This is an optimization exercise on Yosys and OpenROAD, whose aim is small area, not a production implementation. Only simulation tests tie the RTL to the original design; equivalence was not proved. No activity file was given, so power comes from the tool's default toggle rates. No driver is modelled on the clock port, so clocking that relies on it looks cheaper here than on a real chip.

== run 1 ==
==> flow/design.v (excerpt) <==
module incoming_response_buffer #(
   parameter int ID_WIDTH   = 4,
   parameter int DATA_WIDTH = 64,
   parameter int RESP_WIDTH = 2,
   parameter int TAG_WIDTH  = 4,
   parameter int LEN_WIDTH  = 8,
   parameter int FIFO_DEPTH = 16
) (
   input  logic                  clk,
   input  logic                  rst,
   input  logic                  alloc_valid,
   output logic                  alloc_ready,
   input  logic [ID_WIDTH-1:0]   alloc_id,
   input  logic [LEN_WIDTH-1:0]  alloc_len,
   input  logic [TAG_WIDTH-1:0]  alloc_tagid,
   input  logic                  in_valid,
   output logic                  in_ready,
   input  logic [ID_WIDTH-1:0]   in_id,
   input  logic [DATA_WIDTH-1:0] in_data,
   input  logic [RESP_WIDTH-1:0] in_resp,
   input  logic                  in_last,
   output logic                  out_valid,
   input  logic                  out_ready,
   output logic [ID_WIDTH-1:0]   out_id,
   output logic [DATA_WIDTH-1:0] out_data,
   output logic [RESP_WIDTH-1:0] out_resp,
   output logic                  out_last,
   output logic [TAG_WIDTH-1:0]  out_tagid,
   input  logic                  err_clr,
   output logic                  err_unexp,
   output logic                  err_len,
   output logic [ID_WIDTH:0]     alloc_count
);
Size: ~3000 cells after synthesis, about 1500 flip-flops, roughly 180 I/O pins.
==> flow/config.mk <==
export PLATFORM = sky130hd
export DESIGN_NAME = incoming_response_buffer
export DESIGN_NICKNAME = incoming_response_buffer
export VERILOG_FILES = /design/flow/design.v
export SDC_FILE = /design/flow/constraint.sdc
export NUM_CORES = 4
export LEC_CHECK = 0
export CAP_MARGIN = 20
export CORE_MARGIN = 2
export CORE_UTILIZATION = 40
export CTS_CLUSTER_DIAMETER = 90
export CTS_CLUSTER_SIZE = 24
export SLEW_MARGIN = 20
==> flow/constraint.sdc <==
create_clock -name core_clock -period 6.0 [get_ports {clk}]
set_input_delay 1.2000 -clock core_clock [delete_from_list [all_inputs] [get_ports {clk}]]
set_output_delay 1.2000 -clock core_clock [all_outputs]
set_load 0.01 [all_outputs]
run.sh (not shown) runs the stock make flow with config.mk's settings and CLKGATE_MAP_FILE= SYNTH_SCRIPT=/design/flow/synth_recipe.tcl, a recipe that flattens the netlist after the stock synthesis.
diff inputs: run 1 => run 2
Settings: a deleted CTS_CLUSTER_SIZE that had been 24; an added CTS_BUF_LIST of sky130_fd_sc_hd__clkbuf_4; a deleted CTS_CLUSTER_DIAMETER that had been 90.
Results
Taking run 1 as the reference, in run 2 count of H-tree levels built during CTS increased 2; worst setup slack decreased 0.024 ns.
Having completed the whole flow, run 2 delivered a layout that passed the timing, design-rule and antenna checks.
Maximum clock insertion buffer count for run 2: 1 up relative to run 1
Against run 1, run 2 comes in 0.41 points lower on met1 demand-to-capacity share in global routing.
Changes in run 3 relative to run 2:
Settings: clearing CTS_BUF_LIST, which used to be sky130_fd_sc_hd__clkbuf_4.
[summary]
Summary of run 3 over run 2: fraction of area in registers shrank by 0.32 points, time the worst path needs with I/O delays and setup barely changed, peak clock frequency supported by timing stayed essentially flat, global-route usage lost 0.21 points, total power rose 4.3%.
Between run 3 and run 2, it is run 3 whose first-pass GRT wire length is lower, by 3100 um.
The routed wire length of run 3 falls short of that of run 2 by 1900 um.


Setup of v48:
incoming_response_buffer, a different RTL version from the one above (not shown whole).
For scale: ~5900 cells after synthesis, roughly 1500 flip-flops, roughly 180 I/O pins, roughly 0.056 mm2 of cells after synthesis.
export LEC_CHECK = 0
export CAP_MARGIN = 0
export CORE_MARGIN = 2
export CORE_UTILIZATION = 60
export CTS_CLUSTER_DIAMETER = 90
export CTS_CLUSTER_SIZE = 26
export SLEW_MARGIN = 0
create_clock -name core_clock -period 6.0 [get_ports {clk}]
Setup changes, v48 to v5
Settings: CORE_UTILIZATION now 40, was 60; SLEW_MARGIN now 20, was 0; CAP_MARGIN now 20, was 0.
Post-route clock period utilization in v5 is 2.5 points higher than in v48
[compare] base=v48 new=v5: share of the final layout cell area in sequential cells decreased 0.97 points, area of the multi-input gates did not really move, design area moved up.
The highest-delay cell along the critical path comes out a221oi_1 in one run and a222oi_1 in the other, namely in v48 and v5 respectively.
Wire length of v5 exceeds that of v48 by a few percent.
Changes in v4 relative to v5:
Settings: CORE_UTILIZATION: 40 -> 60.
### Flow results
- v4: done, clean on timing, DRC and antenna
- Final wirelength: v4 better than v5
- Re layout overhead on the synthesized area: v4 is 2.0 points down on v5.
- From v5 to v4 the numbers moved as follows: cell area now sits lower; met2 usage increased by 16 points relative to the old numbers; overall routing resource usage increased by 11 points relative to the old numbers.
- Power: v4 draws less than v5
--- input diff v4..v2 ---
Settings: a change of CTS_CLUSTER_DIAMETER from 90 to 95; a change of CTS_CLUSTER_SIZE from 26 to 28.
==> flow/flow/run.sh (new file) <==
#!/bin/bash
# The standard layout (standard.sh: the standard flow's synthesis and ORFS flow, unchanged), with two
# settings passed to ORFS through its own variables:
#  - port buffers use the smallest buffer cell instead of the one buffer_ports picks;
#  - CTS clusters sinks as config.mk's CTS_CLUSTER_* do, without dummy balancing loads.
set -euo pipefail
export BUFFER_PORTS_ARGS="-buffer_cell sky130_fd_sc_hd__buf_1"
export CTS_ARGS="-sink_clustering_enable -repair_clock_nets -sink_clustering_size 28 -sink_clustering_max_diameter 95 -dont_use_dummy_load"
bash standard.sh > standard.log 2>&1
==> flow/standard.sh (new file) <==
#!/bin/bash
# synth_recipe.tcl (not shown) runs the flow's synth.tcl, then flattens the netlist and writes it again
# the make line also repeats each setting of config.mk as NAME=value (left out here)
make -C /OpenROAD-flow-scripts/flow DESIGN_CONFIG=/design/flow/config.mk WORK_HOME=/design/flow/orfs CLKGATE_MAP_FILE= SYNTH_SCRIPT=/design/flow/synth_recipe.tcl "${@:-finish}"
removed: flow/run.sh
[summary]
In the tables for v4 and v2, share of the clock period used by the worst path reads higher with v4.
Sequential portion of the cell area came out higher on v2 than on v4.
Worst setup slack before clock tree synthesis on v2 is down relative to v4.
Inputs modified between v2 and v29:
Settings: changing CTS_CLUSTER_DIAMETER from 95 to 90; changing CTS_CLUSTER_SIZE from 28 to 26.
-- flow/flow/run.sh --
<<< v2, line 7
export BUFFER_PORTS_ARGS="-buffer_cell sky130_fd_sc_hd__buf_1"
export CTS_ARGS="-sink_clustering_enable -repair_clock_nets -sink_clustering_size 28 -sink_clustering_max_diameter 95 -dont_use_dummy_load"
bash standard.sh > standard.log 2>&1
>>> v29, line 7
export BUFFER_PORTS_ARGS="-buffer_cell sky130_fd_sc_hd__buf_1"
export CTS_ARGS="-sink_clustering_enable -repair_clock_nets -sink_clustering_size 26 -sink_clustering_max_diameter 90 -dont_use_dummy_load"
bash standard.sh > standard.log 2>&1
## What came out
From v2 to v29 the numbers moved as follows: share of final-layout standard cells stronger than drive strength 1 has remained practically unchanged; worst voltage drop across the vdd grid has increased; mean number of vias per cell has remained practically unchanged. Comparing v29 with v2, the total vias in the final route came out essentially unchanged. Looking at met1 usage, v29 sits 0.28 points above v2. Between v2 and v29, total iterations of the first detailed-routing run decreased. Looking only at count of clock-buffer cells in the layout, and setting everything else aside, the higher value of v29 and v2 goes to v29. Of v29 and v2, the higher setup slack belongs to v2. Between v2 and v29, clock network latency to the later pin of the worst-skew pair decreased.

==> afterwards: timing with drivers on the ports <==
No port has a modelled driver above. Below, the same layouts with a new extraction and two added sets of constraints. Step 1, drivers: a clkbuf_16 drives clk and a buf_2 each remaining input, both assumed. Step 2 adds t to the input delays and takes it off the output delays; t is the mean of the earliest and latest rising clock arrival at the registers after step 1. Input paths then give back, and output paths get back, about the clock's delay inside the block. Slacks: ideal / step 1 / step 2; pairs: ideal / step 1.
run	t (ns)	setup WS [ns]	worst slew at a driven data input, ns
run 1	0.762	0.847 / 0.823 / 0.676	0.11
run 2	1.284	0.823 / 0.799 / 0.724	0.11
run 3	0.834	0.824 / 0.800 / 0.664	0.12
v48	0.740	0.961 / 1.007 / 0.267	0.10
v5	0.774	0.813 / 0.867 / 0.093	0.10
v4	0.742	0.971 / 1.018 / 0.276	0.09
v2	0.784	0.984 / 1.011 / 0.227	0.08
v29	0.718	0.926 / 0.952 / 0.234	0.08
After both steps every run listed still meets setup and hold. For v2, which loses most, drivers alone change the setup slack by +0.027 ns; drivers and shift together by -0.757 ns.
